Background: an optimization exercise with open tools, aiming at small area. Do not read the settings as production practice. Function was checked by simulation only, so behaviour that the tests miss may differ from the original. Power figures rest on the tool's default switching activity, not on a simulated workload.

[flow/config.mk]
export PLATFORM = sky130hd
export DESIGN_NAME = timing_tracker_top
export DESIGN_NICKNAME = timing_tracker_top
export VERILOG_FILES = /design/flow/design.v
export SDC_FILE = /design/flow/constraint.sdc
export NUM_CORES = 4
export LEC_CHECK = 0
export CAP_MARGIN = 20
export CORE_MARGIN = 2
export CORE_UTILIZATION = 40
export SLEW_MARGIN = 20
[flow/constraint.sdc]
create_clock -name core_clock -period 5.0 [get_ports {i_clk}]
set_input_delay 1.0000 -clock core_clock [delete_from_list [all_inputs] [get_ports {i_clk}]]
set_output_delay 1.0000 -clock core_clock [all_outputs]
set_load 0.01 [all_outputs]
[flow/design.v]
module timing_tracker_top (
    input  logic         i_clk,
    input  logic         i_rstn,
    input  logic [27:0]  i_slots,
    output logic [383:0] o_intra,
    output logic [383:0] o_inter,
    output logic [11:0]  o_faw_last
);
    logic [2:0]  op  [4];
    logic [3:0]  bnk [4];
    logic [3:0]  is_act, is_cas;
    logic [3:0]  first;
    logic [15:0] sel [4];
    logic [1:0]  lk [4];
    logic [5:0]  lx [4];
    logic [5:0]  ly [4];
    for (genvar s = 0; s < 4; s++) begin : g_slot
        assign op[s]     = i_slots[7*s+4 +: 3];
        assign bnk[s]    = i_slots[7*s +: 4];
        assign is_act[s] = (op[s] == 3'd1);
        assign is_cas[s] = (op[s] == 3'd3) || (op[s] == 3'd4);
        always_comb begin
            first[s] = (op[s] != 3'd0);
            for (int j = 0; j < s; j++) begin
                if (op[j] != 3'd0 && bnk[j] == bnk[s]) first[s] = 1'b0;
            end
        end
        assign sel[s] = first[s] ? (16'd1 << bnk[s]) : 16'd0;
        always_comb begin
            case (op[s])
                3'd1: begin lk[s] = 2'd0; lx[s] = 6'd43 + 6'(s); ly[s] = 6'd29 + 6'(s); end
                3'd2: begin lk[s] = 2'd1; lx[s] = 6'd11 + 6'(s); ly[s] = 6'd0;          end
                3'd3: begin lk[s] = 2'd2; lx[s] = 6'd5 + 6'(s);  ly[s] = 6'd3 + 6'(s);  end
                3'd4: begin lk[s] = 2'd3; lx[s] = 6'd3 + 6'(s);  ly[s] = 6'd15 + 6'(s); end
                default: begin lk[s] = 2'd1; lx[s] = 6'd0; ly[s] = 6'd0; end
            endcase
        end
    end
    function automatic logic [5:0] dec4(input logic [5:0] t);
        dec4 = (t[5:2] != 4'd0) ? {t[5:2] - 4'd1, t[1:0]} : 6'd0;
    endfunction
    for (genvar b = 0; b < 16; b++) begin : g_bank
        logic       hit;
        logic [1:0] hk;
        logic [5:0] hx, hy;
        logic [1:0] kind_q;
        logic [5:0] x_q, y_q;
        logic [5:0] act;
        logic [3:0] rd, wr, x32, y6;
        always_comb begin
            hit = 1'b0;
            hk  = 2'd0;
            hx  = 6'd0;
            hy  = 6'd0;
            for (int s = 0; s < 4; s++) begin
                hit = hit | sel[s][b];
                hk  = hk | ({2{sel[s][b]}} & lk[s]);
                hx  = hx | ({6{sel[s][b]}} & lx[s]);
                hy  = hy | ({6{sel[s][b]}} & ly[s]);
            end
        end
        always_ff @(posedge i_clk) begin
            if (!i_rstn) begin
                x_q <= 6'd0;
                y_q <= 6'd0;
            end else if (hit) begin
                x_q <= hx;
                y_q <= hy;
            end else begin
                x_q <= dec4(x_q);
                y_q <= dec4(y_q);
            end
        end
        always_ff @(posedge i_clk) begin
            if (hit) kind_q <= hk;
        end
        assign act = kind_q[1] ? 6'd0 : x_q;
        assign x32 = x_q[5] ? x_q[3:0] : 4'd0;
        assign y6  = (y_q > 6'd6) ? 4'(y_q - 6'd6) : 4'd0;
        assign wr  = kind_q[1] ? x_q[3:0] : x32;
        assign rd  = (kind_q == 2'd2) ? y_q[3:0] : (kind_q == 2'd3) ? y6 : x32;
        assign o_intra[24*b +: 24] = {y_q, act, 2'b00, rd, 2'b00, wr};
    end
    logic       act_vld;
    logic [1:0] act_s;
    logic [3:0] act_bnk;
    logic [3:0] ia_bnk_q;
    logic [5:0] ia_q;
    always_comb begin
        act_vld = |is_act;
        act_s   = 2'd3;
        act_bnk = bnk[3];
        for (int s = 2; s >= 0; s--) begin
            if (is_act[s]) begin
                act_s   = 2'(s);
                act_bnk = bnk[s];
            end
        end
    end
    always_ff @(posedge i_clk) begin
        if (!i_rstn) begin
            ia_q <= 6'd0;
        end else if (act_vld) begin
            ia_q <= 6'd43 + 6'(act_s);
        end else begin
            ia_q <= dec4(ia_q);
        end
    end
    always_ff @(posedge i_clk) begin
        if (act_vld) ia_bnk_q <= act_bnk;
    end
    logic [5:0] ia_same, ia_l, ia_s;
    assign ia_same = ia_q;
    assign ia_l    = (ia_q > 6'd40) ? 6'(ia_q - 6'd40) : 6'd0;
    assign ia_s    = (ia_q > 6'd42) ? 6'(ia_q - 6'd42) : 6'd0;
    logic       cas_vld;
    logic [1:0] cas_s;
    logic [1:0] cas_grp;
    logic       cas_wr;
    logic [1:0] ic_grp_q;
    logic       ic_wr_q;
    logic [1:0] ic_s_q;
    logic [1:0] ic_age_q;
    always_comb begin
        cas_vld = |is_cas;
        cas_s   = 2'd3;
        cas_grp = bnk[3][3:2];
        cas_wr  = op[3][2];
        for (int s = 2; s >= 0; s--) begin
            if (is_cas[s]) begin
                cas_s   = 2'(s);
                cas_grp = bnk[s][3:2];
                cas_wr  = op[s][2];
            end
        end
    end
    always_ff @(posedge i_clk) begin
        if (!i_rstn) begin
            ic_age_q <= 2'd3;
        end else if (cas_vld) begin
            ic_age_q <= 2'd0;
        end else if (ic_age_q != 2'd3) begin
            ic_age_q <= ic_age_q + 2'd1;
        end
    end
    always_ff @(posedge i_clk) begin
        if (cas_vld) begin
            ic_grp_q <= cas_grp;
            ic_wr_q  <= cas_wr;
            ic_s_q   <= cas_s;
        end
    end
    function automatic logic [3:0] aged(input logic [3:0] rule, input logic [1:0] s,
                                        input logic [1:0] age);
        logic [4:0] up, dn;
        up = {1'b0, rule} + {3'd0, s};
        dn = 5'd3 + {1'd0, age, 2'b00};
        aged = (up > dn) ? 4'(up - dn) : 4'd0;
    endfunction
    logic [3:0] c_rd_l, c_wr_l, c_rd_s, c_wr_s;
    assign c_rd_l = aged(ic_wr_q ? 4'd12 : 4'd6, ic_s_q, ic_age_q);
    assign c_wr_l = aged(ic_wr_q ? 4'd6 : 4'd8, ic_s_q, ic_age_q);
    assign c_rd_s = aged(4'd4, ic_s_q, ic_age_q);
    assign c_wr_s = aged(ic_wr_q ? 4'd4 : 4'd8, ic_s_q, ic_age_q);
    for (genvar b = 0; b < 16; b++) begin : g_inter
        logic [5:0] act;
        logic [3:0] rd, wr;
        logic same_bank, same_grp, same_rank;
        assign same_bank = (ia_bnk_q == 4'(b));
        assign same_grp  = (ia_bnk_q[3:2] == 2'(b >> 2));
        assign same_rank = (ia_bnk_q[3] == 1'(b >> 3));
        assign act = same_bank ? ia_same : same_grp ? ia_l : same_rank ? ia_s : 6'd0;
        assign rd  = (ic_grp_q == 2'(b >> 2)) ? c_rd_l :
                     (ic_grp_q[1] == 1'(b >> 3)) ? c_rd_s : 4'd0;
        assign wr  = (ic_grp_q == 2'(b >> 2)) ? c_wr_l :
                     (ic_grp_q[1] == 1'(b >> 3)) ? c_wr_s : 4'd0;
        assign o_inter[24*b +: 24] = {6'd0, act, 2'b00, rd, 2'b00, wr};
    end
    for (genvar r = 0; r < 2; r++) begin : g_faw
        logic       hit;
        logic [1:0] hs;
        logic [4:0] h_q;
        logic [1:0] s_q [5];
        logic [3:0] last;
        always_comb begin
            hit = 1'b0;
            hs  = 2'd3;
            for (int s = 3; s >= 0; s--) begin
                if (is_act[s] && bnk[s][3] == 1'(r)) begin
                    hit = 1'b1;
                    hs  = 2'(s);
                end
            end
        end
        always_ff @(posedge i_clk) begin
            if (!i_rstn) begin
                h_q <= 5'd0;
            end else begin
                h_q <= {h_q[3:0], hit};
            end
        end
        always_ff @(posedge i_clk) begin
            s_q[0] <= hs;
            for (int i = 1; i < 5; i++) s_q[i] <= s_q[i-1];
        end
        always_comb begin
            if (&h_q[3:0])
                last = 4'd5 + 4'(s_q[3]);
            else if (h_q[4] && ((h_q[3:0] == 4'b0111) || (h_q[3:0] == 4'b1011) ||
                                (h_q[3:0] == 4'b1101) || (h_q[3:0] == 4'b1110)))
                last = 4'd1 + 4'(s_q[4]);
            else
                last = 4'd0;
        end
        assign o_faw_last[6*r +: 6] = {2'b00, last};
    end
endmodule
[flow/run.sh]
#!/bin/bash
# synth_recipe.tcl (not shown) runs the flow's synth.tcl, then flattens the netlist and writes it again
# the make line also repeats each setting of config.mk as NAME=value (left out here)
make -C /OpenROAD-flow-scripts/flow DESIGN_CONFIG=/design/flow/config.mk WORK_HOME=/design/flow/orfs CLKGATE_MAP_FILE= SYNTH_SCRIPT=/design/flow/synth_recipe.tcl finish
==> results.py, run 1 <==
metrics = {
    "outcome": {
        "status": "timing/DRC/antenna clean",
    },
    "timing": {
        "period_minus_slack_ns": 4.76,
        "final_hold_viol_count": 0,
        "relSlewSlack_pct": 27.1,
        "max_freq_mhz": 210,
        "fin_crit_sh_pct": 95.2,
        "setup_slack_ns": 0.240,
        "final_max_slew_viol_count": 0,
        "worst_pin_slew_ns": 1.09,
        "final-setup-viol-count": 0,
        "skew_ns": 0.0355,
    },
    "die": {
        "num_rows": 89,
        "die_h_um": 248,
        "core_area_um2": 59000,
        "die-width_um": 248,
        "initial_utilization_pct": 40.4,
        "ios": 810,
        "die_area_um2": 61700,
    },
    "synthesis": {
        "synth_compound_area_share_pct": 27.5,
        "synth.distinct_cells": 93,
        "syn-instance-count": 3259,
        "synth-simple-area-share_pct": 27.8,
        "ys_ff_latch": 271,
        "muxShareOfSynthArea_pct": 0.818,
        "yosys_warnings": 9,
        "synth_top_family_by_area": "simple AND/OR/NAND/NOR gates",
        "yosysSeqAreaShare_pct": 24.4,
        "synth_adder_area_share_pct": 2.20,
        "synth_xor_area_share_pct": 1.80,
        "synth-main-ff-cell": "dfxtp_1",
        "syn_avg_cell_area_um2": 7.33,
        "synth_edf_count": 41,
        "syn_area_um2": 23900,
        "synthArstFlopShare_pct": 0,
    },
    "worst_setup_path": {
        "criticalPathCategory": "flop to output pin",
        "worstPathRequired_ns": 4.00,
        "start_kind": "flop",
        "worstPathMaxFanout": 5,
        "end_kind": "output pin",
        "regToRegSetupSlack_ns": 3.28,
        "critical_path_arrival_ns": 3.76,
    },
    "final_layout": {
        "final_cells": 4490,
        "utilization_pct": 51.6,
        "finalInstanceArea_um2": 30400,
        "fillers": 5773,
        "nets": 3757,
        "mostFrequentLayoutCells": "580 x clkdlybuf4s50_1, 332 x nand2_1, 274 x nor2_1, 230 x dfxtp_1, 228 x conb_1",
        "syn2layout_area_growth_pct": 27.5,
        "mostFrequentLayoutCell": "clkdlybuf4s50_1",
        "final_layout_size_suffix_gt1_share_pct": 7.98,
    },
    "drt": {
        "dr_wl_met2_mm": 51.8,
        "vias": 27400,
        "finalWirelength_mm": 121,
        "firstDrtPassIters": 8,
        "drtIter0Drc": 2884,
        "viasPerCell": 6.11,
        "route.layer.met1.wl_mm": 49.8,
        "wl_met3_mm": 13.3,
        "ant_nets": 0,
        "drc": 0,
        "maxUsedRoutingLayer": "met5",
        "routedWlPerCell_um": 27.0,
    },
    "power_and_ir_drop": {
        "design_power_total_uw": 7930,
        "clkPwrFrac_pct": 30.5,
        "p_comb_share_pct": 36.3,
        "pwr-share-seq_pct": 33.2,
        "switching_share_pct": 37.9,
        "pwr_density_cell_nw_per_um2": 261,
        "switchingPower_uw": 3010,
        "internal_power_uw": 4930,
        "p_leak_uw": 0.0112,
        "ir_drop_mv": 0.273,
    },
    "cts": {
        "cts_root_buf": "clkbuf_16",
        "ctsHoldBuffers": 0,
        "clock_latency_ns": 0.63,
        "cts-htree-levels": 1,
        "clockBufferDepth": 3,
        "cts_tree": "yes",
        "numClockSinks": 271,
        "cts_buffers": 31,
        "clk_pin_slew_ns": 0.06,
    },
    "place": {
        "dp_slack_ns": 0.669,
        "port_buffers": 581,
        "gp_congestion": 1.11,
        "dp_hpwl_mm": 92.6,
        "placed_cells": 4425,
        "place_area_um2": 29300,
    },
    "global_routing": {
        "grt_pass1_wl_mm": 172,
        "gr-total-overflow": 0,
        "antenna_found_initial": 13,
        "grt_max_degree": 96,
        "grt_pass1_vias": 25300,
        "grtUsageTotal_pct": 37.3,
    },
    "job": {
        "maxCapViolCount": 0,
    },
    "min_path": {
        "hold_class": "flop to flop",
    },
}
-- metrics by stage --
step	setup TNS [ns]	hold slack, ns
finish	0	0.327
detailed placement	0	0.312
floorplan	0	0.310
global route	-0.0267	0.335
global placement	0	0.314
CTS	0	0.327
-- sequential cells by signal, indices dropped and copies added (netlist names) --
signal / count
ic_age_q: 2
g_bank.kind_q: 32
ic_grp_q: 2
g_faw.h_q: 10
ia_bnk_q: 4
g_bank.x_q: 96
ic_wr_q: 1
g_faw.s_q: 20
ic_s_q: 2
g_bank.y_q: 96
ia_q: 6
-- final timing paths --
| kind | from | endpoint | depth (start not counted) |
|---|---|---|---|
| min reg2reg | g_faw[1].s_q[1][1] | g_faw[1].s_q[2][1] | 0 |
| max | ic_wr_q | o_inter[177] | 11 |
| max reg2reg | g_bank[3].x_q[3] | g_bank[3].x_q[0] | 4 |
| min | g_faw[1].s_q[1][1] | g_faw[1].s_q[2][1] | 0 |
-- critical path, cell delays in order (launching register included) --
cell and delay, ns:
edfxtp_1 0.46, inv_1 0.14, ha_1 0.18, inv_1 0.05, ha_1 0.31, and3b_1 0.18, o21a_1 0.11, o21ai_0 0.14
a21oi_1 0.23, a21oi_1 0.14, nor2_1 0.55, clkdlybuf4s50_1 0.67
-- power by group through the flow --
stage | Combinational, uW | Clock [uW] | Sequential (uW)
final | 2880 | 2420 | 2630
after global routing | 3060 | 2510 | 2660
after CTS | 2810 | 2440 | 2630
after detailed placement | 2790 | 0 | 2670
after global placement | 2780 | 0 | 2670
after floorplan | 1860 | 0 | 2520
-- cell type report --
cell class	instances	area (um^2)	area share, %
clock buffer	46	935	3.07
inverter	55	208	0.682
multi-input combinational	2586	15300	50.2
clock inverter	12	138	0.452
timing repair buffer	740	7070	23.2
tap	773	967	3.18
antenna	7	17.5	0.0575
sequential	271	5840	19.2
-- repair_timing --
item,4_1_cts,5_1_grt
gates resized for setup,0,5
hold endpoints to repair,0,0
setup buffers,0,0
endpoints found under the setup margin,0,17
-- Yosys cell counts, drive strengths merged, types with 23 or more instances --
master  number  area share [%]
a221oi      24            0.88
edfxtp      41             5.2
o21a        38             1.2
a31oi       23            0.60
nand2b      54             1.4
nor3       173             3.7
ha          42             2.2
or3         36            0.96
a21oi      107             2.2
o21ai      226             4.8
xnor2       29             1.1
clkbuf     184             2.9
nor2b      191             5.0
nor2       281             4.4
buf        390              12
nand3       77             1.6
nand2      334             5.3
o31ai       45             1.4
a22oi       36             1.1
o22ai      109             2.9
inv         54            0.85
o41a        30             1.4
and2        35            0.92
dfxtp      230              19
o31a        39             1.4
or2         28            0.73
nor4        39             1.5
a211oi      30            0.94
-- routing by layer --
layer	track usage (%)	vias up
li1	-	12200
met1	49.3	13200
met2	55.3	1677
met3	11.4	381
met4	16.7	22
met5	1.43	-
-- cell families (layout without fill, tap and decap cells) --
logic type,after synthesis,after routing
simple gates,1317,1317
compound gates,931,931
buf+inv,629,853
flops,271,271
xor+xnor,49,49
fa+ha+maj,42,42
mux,19,19
other cells,1,235
==> run 2: changes to the inputs <==
==> flow/flow/run.sh (new file) <==
#!/bin/bash
# own layout flow: the standard synthesis, its combinational logic re-mapped for area by
# ABC (registers untouched), then the standard ORFS floorplan to finish
set -euo pipefail
W=$(pwd)
R=$W/orfs/results/$FLOW_PLATFORM/timing_tracker_top/base
YOSYS=$FLOW_HOME/../tools/install/yosys/bin/yosys
LIB=$FLOW_HOME/platforms/sky130hd/lib/sky130_fd_sc_hd__tt_025C_1v80.lib

# 1. standard synthesis, netlist only
bash standard.sh "$R/1_2_yosys.v" > synth_std.log 2>&1
cp "$R/1_2_yosys.v" "$W/1_2_yosys.std.v"

# 2. re-map the logic between the registers
SEQ=$(grep -o 'sky130_fd_sc_hd__[a-z0-9_]*' "$W/1_2_yosys.std.v" | sort -u | grep -E '__(e|s|se)?df|__dl|__conb' | sed 's/^/=/' | tr '\n' ' ')
DONTUSE="-dont_use sky130_fd_sc_hd__lpflow_* -dont_use sky130_fd_sc_hd__probe*"
PS=$(python3 -c "print(int(float('$FLOW_PERIOD_NS')*1000))")
sed -e "s|{LIB}|$LIB|g" -e "s|{IN}|$W/1_2_yosys.std.v|" -e "s|{TOP}|$FLOW_TOP|" -e "s|{SEQ}|$SEQ|" \
    -e "s|{ABC}|$W/flow/resyn.abc|" -e "s|{PS}|$PS|" -e "s|{DONTUSE}|$DONTUSE|" \
    -e "s|{STAT}|$W/resyn_stat.txt|" -e "s|{OUT}|$W/1_2_yosys.resyn.v|" flow/resyn.ys > resyn_run.ys
"$YOSYS" -s resyn_run.ys > resyn.log 2>&1
sleep 1
cp "$W/1_2_yosys.resyn.v" "$R/1_2_yosys.v"
touch "$R/1_2_yosys.v"

# 3. the standard flow from the netlist on, port buffers of the smallest buffer
bash standard.sh 'BUFFER_PORTS_ARGS=-buffer_cell sky130_fd_sc_hd__buf_1' finish > flow_std.log 2>&1
==> flow/flow/resyn.abc (new file) <==
strash
&get -n
&deepsyn -T 60
&put
dch -f
map -a
topo
==> flow/flow/resyn.ys (new file) <==
# re-map the standard synthesis's combinational logic for area; registers are kept as they are
read_liberty -ignore_miss_func -wb {LIB}
read_verilog {IN}
hierarchy -top {TOP}
setattr -mod -set keep_hierarchy 1 {SEQ}
flatten -wb
opt_clean -purge
opt -purge
abc -liberty {LIB} -script {ABC} -D {PS} {DONTUSE}
opt_clean -purge
hilomap -singleton -hicell sky130_fd_sc_hd__conb_1 HI -locell sky130_fd_sc_hd__conb_1 LO
insbuf -buf sky130_fd_sc_hd__buf_4 A X
splitnets
opt_clean -purge
rename -hide w:*.*
tee -o {STAT} stat -liberty {LIB}
write_verilog -noattr -nohex -nodec {OUT}
==> flow/standard.sh (new file) <==
#!/bin/bash
# synth_recipe.tcl (not shown) runs the flow's synth.tcl, then flattens the netlist and writes it again
# the make line also repeats each setting of config.mk as NAME=value (left out here)
make -C /OpenROAD-flow-scripts/flow DESIGN_CONFIG=/design/flow/config.mk WORK_HOME=/design/flow/orfs CLKGATE_MAP_FILE= SYNTH_SCRIPT=/design/flow/synth_recipe.tcl "${@:-finish}"
removed: flow/run.sh
==> results.py, run 2 <==
metrics = {
    "drt": {
        "routedWlPerCell_um": 23.5,
        "drtIter0Drc": 2837,
        "vias": 23500,
        "firstDrtPassIters": 6,
        "ant_nets": 0,
        "drc": 0,
        "finalWirelength_mm": 99.1,
        "viasPerCell": 5.57,
    },
    "cts": {
        "clockBufferDepth": 3,
        "cts_resized": 0,
        "postCtsSetupBuffers": 0,
        "cts_tree": "yes",
        "numClockSinks": 271,
        "cts_root_buf": "clkbuf_16",
        "cts_buffers": 29,
        "clock_latency_ns": 0.58,
        "cts-htree-levels": 1,
        "ctsHoldBuffers": 0,
        "clk_pin_slew_ns": 0.06,
    },
    "timing": {
        "final_max_slew_viol_count": 0,
        "setup_tns_ns": 0,
        "relSlewSlack_pct": 33.9,
        "rsz0062_at_grt": "false",
        "max_freq_mhz": 237,
        "period_minus_slack_ns": 4.22,
        "final_hold_viol_count": 0,
        "fin_crit_sh_pct": 84.4,
        "final-setup-viol-count": 0,
        "skew_ns": 0.0122,
        "holdWs_ns": 0.323,
        "worst_pin_slew_ns": 0.992,
    },
    "job": {
        "maxCapViolCount": 0,
    },
    "power_and_ir_drop": {
        "ir_drop_mv": 0.221,
        "pwr_density_cell_nw_per_um2": 289,
        "p_leak_uw": 0.00803,
    },
    "place": {
        "dp_hpwl_mm": 78.7,
        "port_buffers": 581,
        "gp_congestion": 1.10,
    },
    "die": {
        "die-width_um": 228,
        "die_area_um2": 52000,
        "die_h_um": 228,
        "initial_utilization_pct": 40.3,
        "num_rows": 82,
        "ios": 810,
        "core_area_um2": 49900,
    },
    "worst_setup_path": {
        "crit_slowest_cell": "nor3_1",
        "crit_chain": "clkinv_1 -> nor3_1 -> nand3_1 -> o21ai_0 -> buf_1",
        "end_kind": "output pin",
        "max_stage_delay_ns": 0.75,
        "worst-r2r-cell-count": 4,
        "r2r-start": "ia_q[5]",
        "worstPathMaxFanout": 21,
        "r2r-end": "ia_q[0]",
        "regToRegSetupSlack_ns": 3.12,
        "critical_path_arrival_ns": 3.22,
        "start_kind": "flop",
        "criticalPathCategory": "flop to output pin",
        "worstPathRequired_ns": 4.00,
    },
    "global_routing": {
        "antenna_found_initial": 14,
        "grtUsageTotal_pct": 35.9,
        "grt_max_degree": 42,
        "grt_pass1_vias": 21200,
        "grt_pass1_wl_mm": 141,
        "gr-total-overflow": 0,
    },
    "synthesis": {
        "syn_area_um2": 20100,
        "syn_avg_cell_area_um2": 6.68,
        "yosys_warnings": 9,
        "syn-instance-count": 3009,
    },
    "final_layout": {
        "final_layout_size_suffix_gt1_share_pct": 4.15,
        "nets": 3549,
        "mostFrequentLayoutCell": "nor2_1",
        "largestRegisters": "g_bank.x_q x96, g_bank.y_q x96, g_bank.kind_q x32",
        "mostFrequentLayoutCells": "593 x nor2_1, 581 x buf_1, 473 x clkinv_1, 283 x nand2_1, 261 x o21ai_0",
        "utilization_pct": 45.2,
        "fillers": 5476,
        "syn2layout_area_growth_pct": 12.2,
    },
    "min_path": {
        "hold_class": "flop to flop",
        "worstHoldStart": "g_faw[1].s_q[0][1]",
        "holdPathEnd": "g_faw[1].s_q[1][1]",
        "min_path_cells": 0,
    },
    "outcome": {
        "status": "timing/DRC/antenna clean",
    },
}
==> run 2: worst max path at each step <==
stage                start                 to  slack (ns)  cells past startpoint
4_1_cts            ia_q[5]       o_inter[375]        0.84                      7
3_3_place_gp   i_slots[11]   g_bank[1].y_q[1]        0.75                     19
5_1_grt            ia_q[5]       o_inter[375]        0.53                      7
6_report           ia_q[5]       o_inter[372]        0.78                      5
2_1_floorplan       i_rstn  g_bank[11].y_q[4]        0.66                     10
3_5_place_dp   i_slots[11]   g_bank[1].y_q[1]        0.71                     19
==> run 2: cell type report <==
class                   count  area [um^2]  share of cell area (%)
multi-input cells        2072        10200                    45.2
flip-flops and latches    271         5840                    25.9
clock buffers              34          787                    3.49
well taps                 672          841                    3.73
diodes                     10         25.0                   0.111
clock inverters            20          235                    1.04
inverters                 471         1770                    7.84
repair buffers            674         2880                    12.8
==> run 2: worst max-delay path, delay by kind of cell (launching register included) <==
kind | cells | cell delay [ns]
compound gates | 1 | 0.18
buf+inv | 2 | 0.95
flops | 1 | 0.33
simple gates | 2 | 1.16
==> run 2: routing by layer <==
metal  global-route usage (%)  vias to the layer above  routed length (um)
met5                   0.0919                        -                  60
met4                     18.9                        8                5810
met3                     9.53                      355               11600
met2                     53.8                     1595               42100
met1                     47.0                    10900               39500
li1                         -                    10700                   -
==> run 2: metrics by stage <==
stage               instances  instance area [um^2]  power, uW  worst slack (ns)
finish                   4224                 22600       6530             0.781
global route             4218                 22500       6760             0.531
CTS                      4214                 22500       6480             0.843
global placement         4160                 21500       4180             0.755
floorplan                3236                 20900       3740             0.664
detailed placement       4160                 21500       4170             0.709
==> run 2: where the power goes <==
part / leakage, uW / internal (uW) / switching (uW)
Clock: 0.000506 / 1380 / 961
Sequential: 0.00221 / 2350 / 176
Combinational: 0.00531 / 399 / 1250
==> run 3: changes to the inputs <==
--- a/flow/design.v
+++ b/flow/design.v
@@ -11,9 +11,7 @@
     logic [3:0]  is_act, is_cas;
     logic [3:0]  first;
     logic [15:0] sel [4];
-    logic [1:0]  lk [4];
-    logic [5:0]  lx [4];
-    logic [5:0]  ly [4];
+    logic [3:0]  scls [4];
     for (genvar s = 0; s < 4; s++) begin : g_slot
         assign op[s]     = i_slots[7*s+4 +: 3];
         assign bnk[s]    = i_slots[7*s +: 4];
@@ -25,61 +23,64 @@
                 if (op[j] != 3'd0 && bnk[j] == bnk[s]) first[s] = 1'b0;
             end
         end
-        assign sel[s] = first[s] ? (16'd1 << bnk[s]) : 16'd0;
-        always_comb begin
-            case (op[s])
-                3'd1: begin lk[s] = 2'd0; lx[s] = 6'd43 + 6'(s); ly[s] = 6'd29 + 6'(s); end
-                3'd2: begin lk[s] = 2'd1; lx[s] = 6'd11 + 6'(s); ly[s] = 6'd0;          end
-                3'd3: begin lk[s] = 2'd2; lx[s] = 6'd5 + 6'(s);  ly[s] = 6'd3 + 6'(s);  end
-                3'd4: begin lk[s] = 2'd3; lx[s] = 6'd3 + 6'(s);  ly[s] = 6'd15 + 6'(s); end
-                default: begin lk[s] = 2'd1; lx[s] = 6'd0; ly[s] = 6'd0; end
-            endcase
-        end
+        assign sel[s]  = first[s] ? (16'd1 << bnk[s]) : 16'd0;
+        assign scls[s] = i_rstn ? {op[s] == 3'd4, op[s] == 3'd3, op[s] == 3'd2, op[s] == 3'd1} : 4'd0;
     end
     function automatic logic [5:0] dec4(input logic [5:0] t);
         dec4 = (t[5:2] != 4'd0) ? {t[5:2] - 4'd1, t[1:0]} : 6'd0;
     endfunction
+    function automatic logic [5:0] satsub(input logic [5:0] t, input logic [5:0] d);
+        satsub = (t > d) ? t - d : 6'd0;
+    endfunction
     for (genvar b = 0; b < 16; b++) begin : g_bank
         logic       hit;
-        logic [1:0] hk;
-        logic [5:0] hx, hy;
+        logic [3:0] hc;
+        logic [1:0] hs;
+        logic [5:0] hp;
         logic [1:0] kind_q;
-        logic [5:0] x_q, y_q;
-        logic [5:0] act;
-        logic [3:0] rd, wr, x32, y6;
-        always_comb begin
-            hit = 1'b0;
-            hk  = 2'd0;
-            hx  = 6'd0;
-            hy  = 6'd0;
-            for (int s = 0; s < 4; s++) begin
-                hit = hit | sel[s][b];
-                hk  = hk | ({2{sel[s][b]}} & lk[s]);
-                hx  = hx | ({6{sel[s][b]}} & lx[s]);
-                hy  = hy | ({6{sel[s][b]}} & ly[s]);
-            end
-        end
-        always_ff @(posedge i_clk) begin
-            if (!i_rstn) begin
-                x_q <= 6'd0;
-                y_q <= 6'd0;
-            end else if (hit) begin
-                x_q <= hx;
-                y_q <= hy;
-            end else begin
-                x_q <= dec4(x_q);
-                y_q <= dec4(y_q);
-            end
-        end
-        always_ff @(posedge i_clk) begin
-            if (hit) kind_q <= hk;
-        end
-        assign act = kind_q[1] ? 6'd0 : x_q;
-        assign x32 = x_q[5] ? x_q[3:0] : 4'd0;
-        assign y6  = (y_q > 6'd6) ? 4'(y_q - 6'd6) : 4'd0;
-        assign wr  = kind_q[1] ? x_q[3:0] : x32;
-        assign rd  = (kind_q == 2'd2) ? y_q[3:0] : (kind_q == 2'd3) ? y6 : x32;
-        assign o_intra[24*b +: 24] = {y_q, act, 2'b00, rd, 2'b00, wr};
+        logic [5:0] p_q;
+        logic [5:0] pre, act, rd, wr;
+        always_comb begin
+            hit = sel[0][b] | sel[1][b] | sel[2][b] | sel[3][b];
+            hc  = 4'd0;
+            for (int s = 0; s < 4; s++) hc = hc | ({4{sel[s][b]}} & scls[s]);
+            hs = {sel[2][b] | sel[3][b], sel[1][b] | sel[3][b]};
+            hp = 6'd0;
+            if (hc[0]) hp = 6'd43 + 6'(hs);
+            if (hc[1]) hp = 6'd11 + 6'(hs);
+            if (hc[2]) hp = 6'd5 + 6'(hs);
+            if (hc[3]) hp = 6'd15 + 6'(hs);
+        end
+        always_ff @(posedge i_clk) begin
+            if (hit | !i_rstn) p_q <= hp;
+            else p_q <= dec4(p_q);
+        end
+        always_ff @(posedge i_clk) begin
+            if (hit) kind_q <= {hc[2] | hc[3], hc[3] | hc[1]};
+        end
+        always_comb begin
+            pre = 6'd0; act = 6'd0; rd = 6'd0; wr = 6'd0;
+            case (kind_q)
+                2'd0: begin
+                    pre = satsub(p_q, 6'd14);
+                    act = p_q;
+                    rd  = p_q[5] ? {2'b00, p_q[3:0]} : 6'd0;
+                    wr  = rd;
+                end
+                2'd1: act = p_q;
+                2'd2: begin
+                    pre = satsub(p_q, 6'd2);
+                    rd  = pre;
+                    wr  = p_q;
+                end
+                default: begin
+                    pre = p_q;
+                    rd  = satsub(p_q, 6'd6);
+                    wr  = satsub(p_q, 6'd12);
+                end
+            endcase
+        end
+        assign o_intra[24*b +: 24] = {pre, act, 2'b00, rd[3:0], 2'b00, wr[3:0]};
     end
     logic       act_vld;
     logic [1:0] act_s;
==> flow/flow/resyn.abc (replaced) <==
strash
&get -n
&deepsyn -T 60
&put
dch -f
amap
topo
--- a/flow/config.mk
+++ b/flow/config.mk
@@ -6,6 +6,6 @@
 export NUM_CORES = 4
 export LEC_CHECK = 0
 export CAP_MARGIN = 20
-export CORE_MARGIN = 2
-export CORE_UTILIZATION = 40
+export CORE_AREA = 5 5 275 275
+export DIE_AREA = 0 0 280 280
 export SLEW_MARGIN = 20
==> results.py, run 3 <==
metrics = {
    "drt": {
        "routedWlPerCell_um": 19.6,
        "ant_nets": 0,
        "drc": 0,
        "finalWirelength_mm": 85.0,
        "viasPerCell": 5.04,
        "vias": 21800,
        "firstDrtPassIters": 7,
        "drtIter0Drc": 1981,
    },
    "global_routing": {
        "gr-usage-met3_pct": 4.34,
        "met2_usage_pct": 34.0,
        "antenna_found_initial": 13,
        "grt_pass1_vias": 20100,
        "busiest_layer": "met2",
        "gr-total-overflow": 0,
        "grtUsageTotal_pct": 20.0,
        "grt_max_degree": 24,
        "grt_pass1_wl_mm": 123,
        "grt_util_met1_pct": 25.3,
    },
    "power_and_ir_drop": {
        "p_leak_uw": 0.00733,
        "ir_drop_mv": 0.259,
        "pwr_density_cell_nw_per_um2": 284,
    },
    "worst_setup_path": {
        "worst-r2r-cell-count": 3,
        "end_kind": "flop",
        "worstPathMaxFanout": 8,
        "critical_path_arrival_ns": 4.53,
        "max_stage_delay_ns": 0.68,
        "start_kind": "input pin",
        "criticalPathCategory": "input pin to flop",
        "crit_chain": "buf_1 -> nor3_1 -> or2_0 -> nand2_1 -> a31o_1 -> or3_1 -> nor2_1 -> clkinv_1 -> o21ai_0 -> nor2_1 -> o21ai_0 -> nor2_1 -> o21ai_0",
        "worstPathRequired_ns": 5.10,
        "crit_slowest_cell": "nor3_1",
    },
    "timing": {
        "fin_crit_sh_pct": 88.5,
        "final_max_slew_viol_count": 0,
        "final-setup-viol-count": 0,
        "setup_tns_ns": 0,
        "holdWs_ns": 0.325,
        "skew_ns": 0.00855,
        "max_freq_mhz": 226,
        "relSlewSlack_pct": 35.7,
        "period_minus_slack_ns": 4.43,
        "rsz0062_at_grt": "false",
        "worst_pin_slew_ns": 0.965,
        "final_hold_viol_count": 0,
        "setup_slack_ns": 0.573,
    },
    "cts": {
        "postCtsSetupBuffers": 0,
        "cts-htree-levels": 4,
        "clockBufferDepth": 2,
        "ctsHoldBuffers": 0,
        "cts_resized": 0,
        "numClockSinks": 175,
        "cts_tree": "yes",
        "clk_pin_slew_ns": 0.07,
        "cts_buffers": 17,
        "clock_latency_ns": 0.46,
        "cts_root_buf": "clkbuf_16",
    },
    "final_layout": {
        "largest_reg_flops": 96,
        "largestRegisters": "g_bank.p_q x96, g_bank.kind_q x32, g_faw.s_q x20",
        "syn2layout_area_growth_pct": 17.6,
        "final_layout_size_suffix_gt1_share_pct": 3.72,
        "mostFrequentLayoutCells": "781 x nor2_1, 581 x buf_1, 350 x clkinv_1, 228 x conb_1, 222 x o21ai_0",
        "top_register": "g_bank.p_q",
        "fillers": 8289,
        "nets": 3380,
        "mostFrequentLayoutCell": "nor2_1",
        "multiInputGateArea_um2": 10500,
        "seq_area_um2": 4230,
        "finalInstanceArea_um2": 20800,
    },
    "die": {
        "die_area_um2": 78400,
        "die_h_um": 280,
        "die-width_um": 280,
        "ios": 810,
        "initial_utilization_pct": 24.3,
        "core_area_um2": 72600,
        "num_rows": 99,
    },
    "outcome": {
        "status": "timing/DRC/antenna clean",
    },
    "synthesis": {
        "syn-instance-count": 2759,
        "yosys_warnings": 7,
        "syn_avg_cell_area_um2": 6.40,
        "syn_area_um2": 17600,
    },
    "place": {
        "gp_congestion": 1.01,
        "place_area_um2": 20100,
        "dp_hpwl_mm": 70.4,
        "port_buffers": 581,
        "dp_slack_ns": 0.163,
    },
    "min_path": {
        "hold_class": "flop to flop",
        "min_path_cells": 0,
    },
    "job": {
        "maxCapViolCount": 0,
    },
}
-- run 3: layer usage --
metal  wire, um  share of wire, %
met1      34700                41
met2      40200                47
met3       7180               8.5
met4       2820               3.3
met5         23             0.027
-- run 3: critical path, delay by kind of cell --
| family | cells | cell delay [ns] |
|---|---|---|
| and+or+nand+nor | 7 | 2.42 |
| AOI/OAI and AO/OA | 4 | 0.86 |
| buffers and inverters | 2 | 0.23 |
-- run 3: layout make-up --
cell class,instances,share of cell area [%]
multi-input cells,2134,50.7
flip-flops and latches,175,20.4
repair buffers,671,13.8
inverters,351,6.35
well taps,959,5.78
clock buffers,18,2.12
clock inverters,14,0.784
diodes,9,0.109
-- run 3: report_power, final --
| part | switching [uW] | leakage [uW] | internal [uW] |
|---|---|---|---|
| Combinational | 1820 | 0.00549 | 738 |
| Clock | 684 | 0.000288 | 688 |
| Sequential | 281 | 0.00155 | 1680 |
| Total | 2780 | 0.00733 | 3100 |
-- run 3: worst paths after layout --
check | from | endpoint | slack (ns)
worst max register to register | g_bank[0].p_q[5] | g_bank[0].p_q[1] | 3.15
worst min-delay path | g_faw[1].s_q[2][0] | g_faw[1].s_q[3][0] | 0.33
worst max-delay path | i_slots[4] | g_bank[0].p_q[1] | 0.57
worst min register to register | g_faw[1].s_q[2][0] | g_faw[1].s_q[3][0] | 0.33
-- run 3: per-stage QoR --
stage	power, uW	utilization [%]	instances
final	5890	28.6	4331
after global placement	4530	27.7	4290
after global routing	6300	28.6	4322
after CTS	5920	28.6	4322
after floorplan	3770	-	2986
after detailed placement	4520	27.7	4290
==> run 4: changes to the inputs <==
==> flow/flow/resyn.abc (replaced) <==
strash
&get -n
&deepsyn -T 60
&put
dch -f
map -a
topo
--- a/flow/config.mk
+++ b/flow/config.mk
@@ -6,6 +6,6 @@
 export NUM_CORES = 4
 export LEC_CHECK = 0
 export CAP_MARGIN = 20
-export CORE_AREA = 5 5 275 275
-export DIE_AREA = 0 0 280 280
+export CORE_MARGIN = 2
+export CORE_UTILIZATION = 40
 export SLEW_MARGIN = 20
==> results.py, run 4 <==
metrics = {
    "die": {
        "die_h_um": 217,
        "num_rows": 78,
        "die-width_um": 217,
        "initial_utilization_pct": 40.3,
    },
    "synthesis": {
        "syn_area_um2": 18200,
        "syn-instance-count": 3032,
        "syn_avg_cell_area_um2": 5.99,
        "yosys_warnings": 7,
    },
    "outcome": {
        "haltStage": "3_2_place_iop",
        "status": "stopped before the end",
        "toolErrorMsg": "[ERROR PPL-0024] Number of IO pins (810) exceeds maximum number of available positions (780). Increase the die perimeter from 868.66um to 1101.60um.",
    },
}
==> run 5: changes to the inputs <==
--- a/flow/design.v
+++ b/flow/design.v
@@ -11,7 +11,7 @@
     logic [3:0]  is_act, is_cas;
     logic [3:0]  first;
     logic [15:0] sel [4];
-    logic [3:0]  scls [4];
+    logic [6:0]  lq [4];
     for (genvar s = 0; s < 4; s++) begin : g_slot
         assign op[s]     = i_slots[7*s+4 +: 3];
         assign bnk[s]    = i_slots[7*s +: 4];
@@ -23,8 +23,19 @@
                 if (op[j] != 3'd0 && bnk[j] == bnk[s]) first[s] = 1'b0;
             end
         end
-        assign sel[s]  = first[s] ? (16'd1 << bnk[s]) : 16'd0;
-        assign scls[s] = i_rstn ? {op[s] == 3'd4, op[s] == 3'd3, op[s] == 3'd2, op[s] == 3'd1} : 4'd0;
+        assign sel[s] = first[s] ? (16'd1 << bnk[s]) : 16'd0;
+        logic [1:0] sidx;
+        assign sidx = s;
+        always_comb begin
+            case (op[s])
+                3'd1:    lq[s] = {1'b0, 6'd43 + {4'd0, sidx}};
+                3'd2:    lq[s] = {1'b0, 6'd11 + {4'd0, sidx}};
+                3'd3:    lq[s] = {2'b11, 5'd5 + {3'd0, sidx}};
+                3'd4:    lq[s] = {2'b10, 5'd15 + {3'd0, sidx}};
+                default: lq[s] = 7'd0;
+            endcase
+            if (!i_rstn) lq[s] = 7'd0;
+        end
     end
     function automatic logic [5:0] dec4(input logic [5:0] t);
         dec4 = (t[5:2] != 4'd0) ? {t[5:2] - 4'd1, t[1:0]} : 6'd0;
@@ -34,51 +45,45 @@
     endfunction
     for (genvar b = 0; b < 16; b++) begin : g_bank
         logic       hit;
-        logic [3:0] hc;
-        logic [1:0] hs;
-        logic [5:0] hp;
-        logic [1:0] kind_q;
-        logic [5:0] p_q;
+        logic [6:0] hq;
+        logic [6:0] q;
+        logic [5:0] pc;
         logic [5:0] pre, act, rd, wr;
         always_comb begin
-            hit = sel[0][b] | sel[1][b] | sel[2][b] | sel[3][b];
-            hc  = 4'd0;
-            for (int s = 0; s < 4; s++) hc = hc | ({4{sel[s][b]}} & scls[s]);
-            hs = {sel[2][b] | sel[3][b], sel[1][b] | sel[3][b]};
-            hp = 6'd0;
-            if (hc[0]) hp = 6'd43 + 6'(hs);
-            if (hc[1]) hp = 6'd11 + 6'(hs);
-            if (hc[2]) hp = 6'd5 + 6'(hs);
-            if (hc[3]) hp = 6'd15 + 6'(hs);
+            hit = 1'b0;
+            hq  = 7'd0;
+            for (int s = 0; s < 4; s++) begin
+                hit = hit | sel[s][b];
+                hq  = hq | ({7{sel[s][b]}} & lq[s]);
+            end
         end
         always_ff @(posedge i_clk) begin
-            if (hit | !i_rstn) p_q <= hp;
-            else p_q <= dec4(p_q);
-        end
-        always_ff @(posedge i_clk) begin
-            if (hit) kind_q <= {hc[2] | hc[3], hc[3] | hc[1]};
-        end
-        always_comb begin
-            pre = 6'd0; act = 6'd0; rd = 6'd0; wr = 6'd0;
-            case (kind_q)
-                2'd0: begin
-                    pre = satsub(p_q, 6'd14);
-                    act = p_q;
-                    rd  = p_q[5] ? {2'b00, p_q[3:0]} : 6'd0;
-                    wr  = rd;
-                end
-                2'd1: act = p_q;
-                2'd2: begin
-                    pre = satsub(p_q, 6'd2);
-                    rd  = pre;
-                    wr  = p_q;
-                end
-                default: begin
-                    pre = p_q;
-                    rd  = satsub(p_q, 6'd6);
-                    wr  = satsub(p_q, 6'd12);
-                end
-            endcase
+            if (hit | !i_rstn) begin
+                q <= hq;
+            end else if (q[6]) begin
+                q <= (q[4:2] != 3'd0) ? {q[6:5], q[4:2] - 3'd1, q[1:0]} : {q[6:5], 5'd0};
+            end else begin
+                q <= {1'b0, dec4(q[5:0])};
+            end
+        end
+        assign pc = {1'b0, q[4:0]};
+        always_comb begin
+            if (!q[6]) begin
+                act = q[5:0];
+                pre = satsub(q[5:0], 6'd14);
+                rd  = q[5] ? {2'b00, q[3:0]} : 6'd0;
+                wr  = rd;
+            end else if (q[5]) begin
+                act = 6'd0;
+                pre = satsub(pc, 6'd2);
+                rd  = pre;
+                wr  = pc;
+            end else begin
+                act = 6'd0;
+                pre = pc;
+                rd  = satsub(pc, 6'd6);
+                wr  = satsub(pc, 6'd12);
+            end
         end
         assign o_intra[24*b +: 24] = {pre, act, 2'b00, rd[3:0], 2'b00, wr[3:0]};
     end
==> flow/flow/resyn.abc (replaced) <==
strash
&get -n
&deepsyn -T 60
&put
dch -f
amap
topo
==> flow/config.mk (replaced) <==
export PLATFORM = sky130hd
export DESIGN_NAME = timing_tracker_top
export DESIGN_NICKNAME = timing_tracker_top
export VERILOG_FILES = /design/flow/design.v
export SDC_FILE = /design/flow/constraint.sdc
export NUM_CORES = 4
export LEC_CHECK = 0
export CAP_MARGIN = 10
export CORE_AREA = 5 5 465 105
export CTS_BUF_LIST = sky130_fd_sc_hd__clkbuf_8
export DIE_AREA = 0 0 470 110
export SLEW_MARGIN = 10
==> results.py, run 5 <==
metrics = {
    "outcome": {
        "status": "timing/DRC/antenna clean",
    },
    "final_layout": {
        "multiInputGateArea_um2": 10100,
        "mostFrequentLayoutCells": "710 x nor2_1, 580 x buf_1, 347 x clkinv_1, 228 x conb_1, 188 x o21ai_0",
        "top_register": "g_bank.q",
        "largest_reg_flops": 112,
        "final_layout_size_suffix_gt1_share_pct": 3.18,
        "utilization_pct": 42.8,
        "mostFrequentLayoutCell": "nor2_1",
        "fillers": 4907,
        "syn2layout_area_growth_pct": 14.0,
        "largestRegisters": "g_bank.q x112, g_faw.s_q x20, g_faw.h_q x10",
        "nets": 3265,
        "seq_area_um2": 3910,
    },
    "die": {
        "die_h_um": 110,
        "ios": 810,
        "num_rows": 36,
        "die-width_um": 470,
        "initial_utilization_pct": 37.5,
        "core_area_um2": 45000,
        "die_area_um2": 51700,
    },
    "timing": {
        "period_minus_slack_ns": 4.48,
        "setup_slack_ns": 0.518,
        "skew_ns": 0.0331,
        "worst_pin_slew_ns": 1.25,
        "fin_crit_sh_pct": 89.6,
        "max_freq_mhz": 223,
        "setup_tns_ns": 0,
        "final-setup-viol-count": 0,
        "relSlewSlack_pct": 16.1,
        "rsz0062_at_grt": "false",
        "final_max_slew_viol_count": 0,
        "final_hold_viol_count": 0,
    },
    "place": {
        "dp_hpwl_mm": 66.7,
        "gp_congestion": 1.13,
        "dp_slack_ns": 0.509,
        "port_buffers": 581,
    },
    "cts": {
        "cts_resized": 0,
        "clock_latency_ns": 0.54,
        "numClockSinks": 159,
        "clockBufferDepth": 3,
        "cts_buffers": 25,
        "clk_pin_slew_ns": 0.09,
        "cts_tree": "yes",
        "postCtsSetupBuffers": 0,
        "ctsHoldBuffers": 0,
        "cts_root_buf": "clkbuf_8",
        "cts-htree-levels": 4,
    },
    "worst_setup_path": {
        "end_kind": "output pin",
        "worstPathRequired_ns": 4.00,
        "start_kind": "flop",
        "critical_path_arrival_ns": 3.48,
        "worstPathMaxFanout": 19,
        "criticalPathCategory": "flop to output pin",
    },
    "power_and_ir_drop": {
        "pwr_density_cell_nw_per_um2": 316,
        "ir_drop_mv": 0.171,
        "p_leak_uw": 0.00674,
    },
    "synthesis": {
        "syn_area_um2": 16900,
        "yosys_warnings": 7,
        "syn_avg_cell_area_um2": 6.35,
        "syn-instance-count": 2659,
    },
    "drt": {
        "viasPerCell": 5.56,
        "drc": 0,
        "finalWirelength_mm": 80.6,
        "routedWlPerCell_um": 20.8,
        "ant_nets": 0,
        "firstDrtPassIters": 9,
        "drtIter0Drc": 2867,
        "vias": 21500,
    },
    "min_path": {
        "hold_class": "flop to flop",
    },
    "global_routing": {
        "grtUsageTotal_pct": 28.6,
        "grt_pass1_vias": 18400,
        "grt_pass1_wl_mm": 115,
        "grt_max_degree": 34,
        "gr-total-overflow": 0,
        "antenna_found_initial": 5,
    },
    "job": {
        "maxCapViolCount": 0,
    },
}
## run 5: power breakdown
group	internal [uW]	total [uW]	switching [uW]	leakage [uW]
logic	838	3040	2200	0.00499
clock network	608	1130	523	0.000240
registers	1590	1910	319	0.00151
total	3030	6070	3040	0.00674
## run 5: layout make-up
| type | count | share of cell area [%] |
|---|---|---|
| Timing Repair Buffer | 648 | 14.0 |
| Tap cell | 627 | 4.07 |
| Clock buffer | 28 | 2.00 |
| Antenna cell | 1 | 0.0130 |
| Sequential cell | 159 | 20.3 |
| Multi-Input combinational cell | 2054 | 52.4 |
| Inverter | 347 | 6.77 |
| Clock inverter | 5 | 0.403 |
## run 5: final timing paths
path | from | to | slack [ns] | depth (start not counted)
worst max-delay path | ia_q[5] | o_inter[134] | 0.52 | 12
worst min-delay path | g_faw[0].s_q[0][1] | g_faw[0].s_q[1][1] | 0.31 | 0
worst max register to register | g_bank[9].q[6] | g_bank[9].q[3] | 2.89 | 5
worst min register to register | g_faw[0].s_q[0][1] | g_faw[0].s_q[1][1] | 0.31 | 0
## run 5: metal layers
metal | global-route usage [%] | part of all wire, % | vias up
li1 | - | - | 9925
met1 | 42.1 | 46 | 10100
met2 | 37.3 | 38 | 1367
met3 | 13.1 | 15 | 129
met4 | 4.30 | 1.5 | 8
met5 | 1.96 | 0.24 | -
## run 5: per-stage QoR
stage	cells	hold WS [ns]	instance area [um^2]	power [uW]
floorplan	2886	0.310	17700	4000
global placement	3835	0.310	18800	4910
detailed placement	3835	0.312	18800	4880
finish	3869	0.311	19300	6070
CTS	3868	0.310	19300	6000
global route	3869	0.323	19300	6460
## run 5: critical path, cell delays in order (launching register included)
cell,delay (ns)
dfxtp_1,0.41
clkinv_1,0.08
buf_4,0.21
nor2_1,0.12
buf_4,0.16
clkinv_1,0.09
nor2_1,0.19
o21ai_0,0.32
nor2_1,0.43
nor2_1,0.09
o21ai_0,0.56
nor2_1,0.13
buf_1,0.17
==> run 6: changes to the inputs <==
==> flow/config.mk (replaced) <==
export PLATFORM = sky130hd
export DESIGN_NAME = timing_tracker_top
export DESIGN_NICKNAME = timing_tracker_top
export VERILOG_FILES = /design/flow/design.v
export SDC_FILE = /design/flow/constraint.sdc
export NUM_CORES = 4
export LEC_CHECK = 0
export CAP_MARGIN = 20
export CORE_AREA = 5 5 275 275
export DIE_AREA = 0 0 280 280
export SLEW_MARGIN = 20
==> results.py, run 6 <==
metrics = {
    "global_routing": {
        "grt_max_degree": 30,
        "grt_pass1_vias": 19000,
        "grt_pass1_wl_mm": 120,
        "gr-total-overflow": 0,
        "grtUsageTotal_pct": 19.9,
        "antenna_found_initial": 20,
    },
    "timing": {
        "holdWs_ns": 0.320,
        "final-setup-viol-count": 0,
        "final_max_slew_viol_count": 0,
        "worst_pin_slew_ns": 0.928,
        "final_hold_viol_count": 0,
        "max_freq_mhz": 231,
        "setup_tns_ns": 0,
        "relSlewSlack_pct": 36.5,
        "period_minus_slack_ns": 4.33,
        "skew_ns": 0.00718,
        "fin_crit_sh_pct": 86.6,
        "rsz0062_at_grt": "false",
    },
    "die": {
        "num_rows": 99,
        "initial_utilization_pct": 23.3,
        "die_area_um2": 78400,
        "ios": 810,
        "die-width_um": 280,
        "die_h_um": 280,
        "core_area_um2": 72600,
    },
    "place": {
        "gp_congestion": 1.03,
        "port_buffers": 581,
        "place_area_um2": 19100,
        "dp_hpwl_mm": 69.9,
        "placed_cells": 4152,
    },
    "final_layout": {
        "nets": 3242,
        "utilization_pct": 27.1,
        "syn2layout_area_growth_pct": 16.4,
        "final_cells": 4185,
        "largestRegisters": "g_bank.q x112, g_faw.s_q x20, g_faw.h_q x10",
        "top_register": "g_bank.q",
        "mostFrequentLayoutCell": "nor2_1",
        "mostFrequentLayoutCells": "712 x nor2_1, 580 x buf_1, 349 x clkinv_1, 228 x conb_1, 188 x o21ai_0",
        "largest_reg_flops": 112,
        "finalInstanceArea_um2": 19700,
        "final_layout_size_suffix_gt1_share_pct": 2.51,
    },
    "outcome": {
        "status": "timing/DRC/antenna clean",
    },
    "job": {
        "maxCapViolCount": 0,
    },
    "drt": {
        "drc": 0,
        "vias": 21000,
        "drtIter0Drc": 2035,
        "viasPerCell": 5.02,
        "firstDrtPassIters": 8,
        "ant_nets": 0,
        "routedWlPerCell_um": 20.2,
        "finalWirelength_mm": 84.6,
    },
    "synthesis": {
        "syn_area_um2": 16900,
        "syn_avg_cell_area_um2": 6.35,
        "yosys_warnings": 7,
        "syn-instance-count": 2659,
    },
    "power_and_ir_drop": {
        "p_leak_uw": 0.00669,
        "clkPwrFrac_pct": 20.6,
        "pwr-share-seq_pct": 30.6,
        "ir_drop_mv": 0.255,
        "pwr_density_cell_nw_per_um2": 321,
        "p_comb_share_pct": 48.8,
        "switchingPower_uw": 3160,
        "internal_power_uw": 3160,
        "switching_share_pct": 50.0,
    },
    "cts": {
        "clockBufferDepth": 2,
        "clk_pin_slew_ns": 0.06,
        "cts_buffers": 17,
        "ctsHoldBuffers": 0,
        "cts_root_buf": "clkbuf_16",
        "clock_latency_ns": 0.48,
        "postCtsSetupBuffers": 0,
        "cts_resized": 0,
        "cts-htree-levels": 4,
        "numClockSinks": 159,
        "cts_tree": "yes",
    },
    "min_path": {
        "hold_class": "flop to flop",
    },
    "worst_setup_path": {
        "end_kind": "flop",
        "worstPathRequired_ns": 5.10,
        "worstPathMaxFanout": 5,
        "start_kind": "input pin",
        "crit_slowest_cell": "nor2_1",
        "regToRegSetupSlack_ns": 2.78,
        "max_stage_delay_ns": 0.56,
        "crit_chain": "buf_1 -> nor2_1 -> clkinv_1 -> o21ai_1 -> nand2_1 -> a31o_1 -> nor2_1 -> o21ai_0 -> buf_4 -> or2_0 -> nor2_1 -> nor3_1 -> o21ai_0",
        "critical_path_arrival_ns": 4.43,
        "path_common_cell": "nor2_1",
        "criticalPathCategory": "input pin to flop",
    },
}
==> run 6: stage by stage <==
| stage | worst slack (ns) | power [uW] |
|---|---|---|
| floorplan | 0.678 | 4000 |
| global placement | 0.410 | 5040 |
| detailed placement | 0.368 | 5020 |
| CTS | 0.786 | 6360 |
| global route | 0.483 | 6760 |
| finish | 0.668 | 6310 |
==> run 6: power by group through the flow <==
| stage | sequential [uW] | combinational [uW] | clock [uW] |
|---|---|---|---|
| final | 1930 | 3080 | 1300 |
| after global routing | 1970 | 3400 | 1390 |
| after floorplan | 1820 | 2180 | 0 |
| after global placement | 1970 | 3070 | 0 |
| after detailed placement | 1960 | 3060 | 0 |
| after CTS | 1940 | 3080 | 1350 |
==> run 6: worst paths after layout <==
check             cells past startpoint                 end                from
hold reg to reg                       0  g_faw[1].s_q[1][0]  g_faw[1].s_q[0][0]
hold / removal                        0  g_faw[1].s_q[1][0]  g_faw[1].s_q[0][0]
setup / recovery                     13      g_bank[6].q[1]          i_slots[5]
setup reg to reg                      6      g_bank[6].q[3]      g_bank[6].q[5]
==> run 6: layout make-up <==
| class | count | area, um^2 |
|---|---|---|
| Inverter | 347 | 1300 |
| Fill cell | 8294 | 52900 |
| Sequential cell | 159 | 3910 |
| Multi-Input combinational cell | 2054 | 10100 |
| Clock buffer | 18 | 429 |
| Clock inverter | 12 | 135 |
| Tap cell | 959 | 1200 |
| Timing Repair Buffer | 633 | 2580 |
| Antenna cell | 3 | 7.51 |
==> run 6: per-layer routing <==
metal	global-route usage [%]	vias up	part of all wire [%]
met3	5.03	203	8.8
met2	33.5	1182	48
met1	25.0	9702	40
li1	-	9891	-
met5	0	-	0.18
met4	6.21	22	3.0
==> run 6: critical path, delay by kind of cell <==
family          cells  cell delay (ns)
simple gates        6             1.59
buf+inv             3             0.65
compound gates      4             1.18
==> run 7: changes to the inputs <==
--- a/flow/design.v
+++ b/flow/design.v
@@ -30,8 +30,8 @@
             case (op[s])
                 3'd1:    lq[s] = {1'b0, 6'd43 + {4'd0, sidx}};
                 3'd2:    lq[s] = {1'b0, 6'd11 + {4'd0, sidx}};
-                3'd3:    lq[s] = {2'b11, 5'd5 + {3'd0, sidx}};
-                3'd4:    lq[s] = {2'b10, 5'd15 + {3'd0, sidx}};
+                3'd3:    lq[s] = {2'b10, 5'd17 + {3'd0, sidx}};
+                3'd4:    lq[s] = {2'b11, 5'd15 + {3'd0, sidx}};
                 default: lq[s] = 7'd0;
             endcase
             if (!i_rstn) lq[s] = 7'd0;
@@ -47,7 +47,6 @@
         logic       hit;
         logic [6:0] hq;
         logic [6:0] q;
-        logic [5:0] pc;
         logic [5:0] pre, act, rd, wr;
         always_comb begin
             hit = 1'b0;
@@ -57,34 +56,26 @@
                 hq  = hq | ({7{sel[s][b]}} & lq[s]);
             end
         end
+        logic [6:0] qd;
+        always_comb begin
+            if (q[6] & q[5]) begin
+                qd = (q[4:2] != 3'd0) ? {q[6:5], q[4:2] - 3'd1, q[1:0]} : {q[6:5], 5'd0};
+            end else begin
+                qd = {q[6], dec4(q[5:0])};
+            end
+        end
         always_ff @(posedge i_clk) begin
-            if (hit | !i_rstn) begin
-                q <= hq;
-            end else if (q[6]) begin
-                q <= (q[4:2] != 3'd0) ? {q[6:5], q[4:2] - 3'd1, q[1:0]} : {q[6:5], 5'd0};
-            end else begin
-                q <= {1'b0, dec4(q[5:0])};
-            end
-        end
-        assign pc = {1'b0, q[4:0]};
-        always_comb begin
-            if (!q[6]) begin
-                act = q[5:0];
-                pre = satsub(q[5:0], 6'd14);
-                rd  = q[5] ? {2'b00, q[3:0]} : 6'd0;
-                wr  = rd;
-            end else if (q[5]) begin
-                act = 6'd0;
-                pre = satsub(pc, 6'd2);
-                rd  = pre;
-                wr  = pc;
-            end else begin
-                act = 6'd0;
-                pre = pc;
-                rd  = satsub(pc, 6'd6);
-                wr  = satsub(pc, 6'd12);
-            end
-        end
+            q <= hq | ({7{~(hit | !i_rstn)}} & qd);
+        end
+        logic [5:0] a14, b12, c6, t32;
+        assign a14 = satsub(q[5:0], 6'd14);
+        assign b12 = satsub({1'b0, q[4:0]}, 6'd12);
+        assign c6  = satsub({1'b0, q[4:0]}, 6'd6);
+        assign t32 = q[5] ? {2'b00, q[3:0]} : 6'd0;
+        assign act = q[6] ? 6'd0 : q[5:0];
+        assign pre = (!q[6] || !q[5]) ? a14 : {1'b0, q[4:0]};
+        assign rd  = !q[6] ? t32 : (!q[5] ? a14 : c6);
+        assign wr  = !q[6] ? t32 : b12;
         assign o_intra[24*b +: 24] = {pre, act, 2'b00, rd[3:0], 2'b00, wr[3:0]};
     end
     logic       act_vld;
==> flow/flow/resyn.abc (replaced) <==
strash
&get -n
&deepsyn -T 180
&put
dch -f
amap
topo
==> results.py, run 7 <==
metrics = {
    "cts": {
        "numClockSinks": 159,
        "clock_latency_ns": 0.47,
        "postCtsSetupBuffers": 0,
        "cts_tree": "yes",
        "cts_resized": 0,
        "cts_root_buf": "clkbuf_16",
        "clockBufferDepth": 2,
        "cts_buffers": 17,
        "clk_pin_slew_ns": 0.07,
        "ctsHoldBuffers": 0,
        "cts-htree-levels": 4,
    },
    "power_and_ir_drop": {
        "pwr_density_cell_nw_per_um2": 257,
        "switching_share_pct": 43.6,
        "p_leak_uw": 0.00598,
        "p_comb_share_pct": 34.6,
        "ir_drop_mv": 0.261,
        "pwr-share-seq_pct": 34.3,
        "clkPwrFrac_pct": 31.1,
        "design_power_total_uw": 4650,
        "switchingPower_uw": 2030,
        "internal_power_uw": 2620,
    },
    "timing": {
        "final_max_slew_viol_count": 0,
        "setup_slack_ns": 0.781,
        "max_freq_mhz": 237,
        "fin_crit_sh_pct": 84.4,
        "worst_pin_slew_ns": 1.15,
        "relSlewSlack_pct": 23.2,
        "final-setup-viol-count": 0,
        "rsz0062_at_grt": "false",
        "skew_ns": 0.0103,
        "setup_tns_ns": 0,
        "period_minus_slack_ns": 4.22,
        "final_hold_viol_count": 0,
    },
    "final_layout": {
        "mostFrequentLayoutCells": "622 x nor2_1, 581 x buf_1, 327 x clkinv_1, 228 x conb_1, 165 x o21ai_0",
        "largestRegisters": "g_bank.q x112, g_faw.s_q x20, g_faw.h_q x10",
        "final_cells": 3924,
        "mostFrequentLayoutCell": "nor2_1",
        "largest_reg_flops": 112,
        "syn2layout_area_growth_pct": 17.2,
        "fillers": 8277,
        "multiInputGateArea_um2": 9400,
        "nets": 2978,
        "seq_area_um2": 3270,
        "final_layout_size_suffix_gt1_share_pct": 2.23,
        "top_register": "g_bank.q",
    },
    "worst_setup_path": {
        "end_kind": "flop",
        "crit_cells": 11,
        "critPathCapture": "g_bank[2].q[6]",
        "r2r-start": "ia_q[2]",
        "path_buf_inv": 2,
        "crit_slowest_cell": "nor2_2",
        "worst-r2r-cell-count": 10,
        "regToRegSetupSlack_ns": 3.05,
        "criticalPathCategory": "input pin to flop",
        "worstPathMaxFanout": 16,
        "crit_family": "compound AO/OA/AOI/OAI gates",
        "start_kind": "input pin",
        "critical_path_arrival_ns": 4.62,
        "path_common_cell": "o21ai_0",
        "worstPathRequired_ns": 5.40,
        "critPathLaunch": "i_slots[1]",
        "max_stage_delay_ns": 0.82,
        "crit_chain": "buf_1 -> clkinv_1 -> o22ai_1 -> nor3_1 -> a311o_1 -> or2_0 -> nor2_2 -> a222oi_1 -> o21ai_0 -> nor2_1 -> o21ai_0",
        "r2r-end": "ia_q[1]",
    },
    "die": {
        "core_area_um2": 72600,
        "initial_utilization_pct": 21.3,
        "num_rows": 99,
        "die-width_um": 280,
        "die_area_um2": 78400,
        "ios": 810,
        "die_h_um": 280,
    },
    "global_routing": {
        "grtUsageTotal_pct": 18.6,
        "antenna_found_initial": 22,
        "gr-total-overflow": 0,
        "grt_max_degree": 27,
        "grt_pass1_wl_mm": 113,
        "grt_pass1_vias": 17700,
    },
    "place": {
        "port_buffers": 581,
        "dp_slack_ns": 0.462,
        "placed_cells": 3888,
        "gp_congestion": 0.981,
        "dp_hpwl_mm": 64.5,
    },
    "drt": {
        "viasPerCell": 4.90,
        "drtIter0Drc": 1543,
        "finalWirelength_mm": 78.9,
        "routedWlPerCell_um": 20.1,
        "drc": 0,
        "firstDrtPassIters": 8,
        "vias": 19200,
        "ant_nets": 0,
    },
    "outcome": {
        "status": "timing/DRC/antenna clean",
    },
    "synthesis": {
        "syn_avg_cell_area_um2": 6.39,
        "syn-instance-count": 2420,
        "yosys_warnings": 7,
        "syn_area_um2": 15500,
    },
    "min_path": {
        "hold_class": "flop to flop",
    },
    "job": {
        "maxCapViolCount": 0,
    },
}
-- run 7: per-layer routing --
| metal | share of wire, % | vias to the layer above | routed length [um] | track usage, % |
|---|---|---|---|---|
| li1 | - | 9032 | - | - |
| met1 | 40 | 9044 | 31500 | 22.5 |
| met2 | 49 | 996 | 38600 | 32.5 |
| met3 | 8.6 | 141 | 6750 | 4.92 |
| met4 | 2.4 | 16 | 1930 | 5.17 |
| met5 | 0.14 | - | 107 | 0 |
-- run 7: worst reg2reg max path: stages, from the launching register on --
cell      delay (ns)
dfxtp_1         0.44
nor2_1          0.20
clkinv_1        0.10
nor2_1          0.13
clkinv_1        0.09
nor2_1          0.32
nor2_1          0.13
nor2_1          0.11
nor2_1          0.04
nor2_1          0.19
nor2_1          0.07
-- run 7: power groups by stage --
stage	logic [uW]	registers (uW)	clock network, uW
3_3_place_gp	1600	1620	0
3_5_place_dp	1600	1620	0
6_report	1610	1600	1450
5_1_grt	1770	1620	1540
2_1_floorplan	1260	1540	0
4_1_cts	1600	1590	1500
-- run 7: final cells by class --
type                       instances  share of cell area, %
timing repair buffer             608                   13.1
tap                              959                   6.62
clock inverter                    14                   1.07
clock buffer                      18                   2.42
sequential                       159                   18.1
multi-input combinational       1834                   51.8
inverter                         328                   6.79
antenna                            4                 0.0552
-- run 7: through the flow --
step                      area, um^2  utilization (%)  hold slack, ns
after floorplan                16300                -           0.310
after global placement         17500             24.1           0.313
after detailed placement       17500             24.1           0.312
after CTS                      18100             25.0           0.319
after global routing           18100             25.0           0.330
final                          18100             25.0           0.318
-- run 7: worst min path at each step --
stage	depth (start not counted)	slack, ns	from	to
6_report	0	0.32	g_faw[0].s_q[1][0]	g_faw[0].s_q[2][0]
2_1_floorplan	0	0.31	g_faw[0].s_q[0][0]	g_faw[0].s_q[1][0]
3_3_place_gp	0	0.31	g_faw[1].s_q[1][0]	g_faw[1].s_q[2][0]
4_1_cts	0	0.32	g_faw[0].s_q[1][0]	g_faw[0].s_q[2][0]
5_1_grt	0	0.33	g_faw[1].s_q[1][1]	g_faw[1].s_q[2][1]
3_5_place_dp	0	0.31	g_faw[0].s_q[2][1]	g_faw[0].s_q[3][1]

==> afterwards: timing with drivers on the ports <==
The flow's constraints put no driver on any port. The routed layouts listed below were extracted and timed again, unchanged, in two steps.
Step 1 sets driving cells, clkbuf_16 on the clock port and buf_2 on the other inputs (assumed; they add their load-dependent delay and slew).
Step 2, shift: input delay + t, output delay - t, t = (earliest + latest rising clock arrival at the registers) / 2. This alone moves slack from input paths to output paths.
Slacks: ideal ports / drivers / drivers and shift; pairs: ideal ports / drivers.
| run | shift t [ns] | setup slack, ns | slew at the worst register clock pin (ns) | pins driven straight from the clock port |
|---|---|---|---|---|
| run 1 | 0.678 | 0.240 / 0.171 / 0.442 | 0.07 / 0.07 | 1 |
| run 2 | 0.643 | 0.781 / 0.718 / 0.487 | 0.07 / 0.07 | 1 |
| run 3 | 0.520 | 0.573 / 0.593 / 0.073 | 0.08 / 0.08 | 1 |
| run 5 | 0.557 | 0.518 / 0.484 / 0.338 | 0.10 / 0.10 | 1 |
| run 6 | 0.531 | 0.668 / 0.706 / 0.175 | 0.08 / 0.08 | 1 |
| run 7 | 0.528 | 0.781 / 0.755 / 0.226 | 0.08 / 0.08 | 1 |
After both steps every run listed still meets setup and hold. For run 7, which loses most, drivers alone change the setup slack by -0.026 ns; drivers and shift together by -0.555 ns.
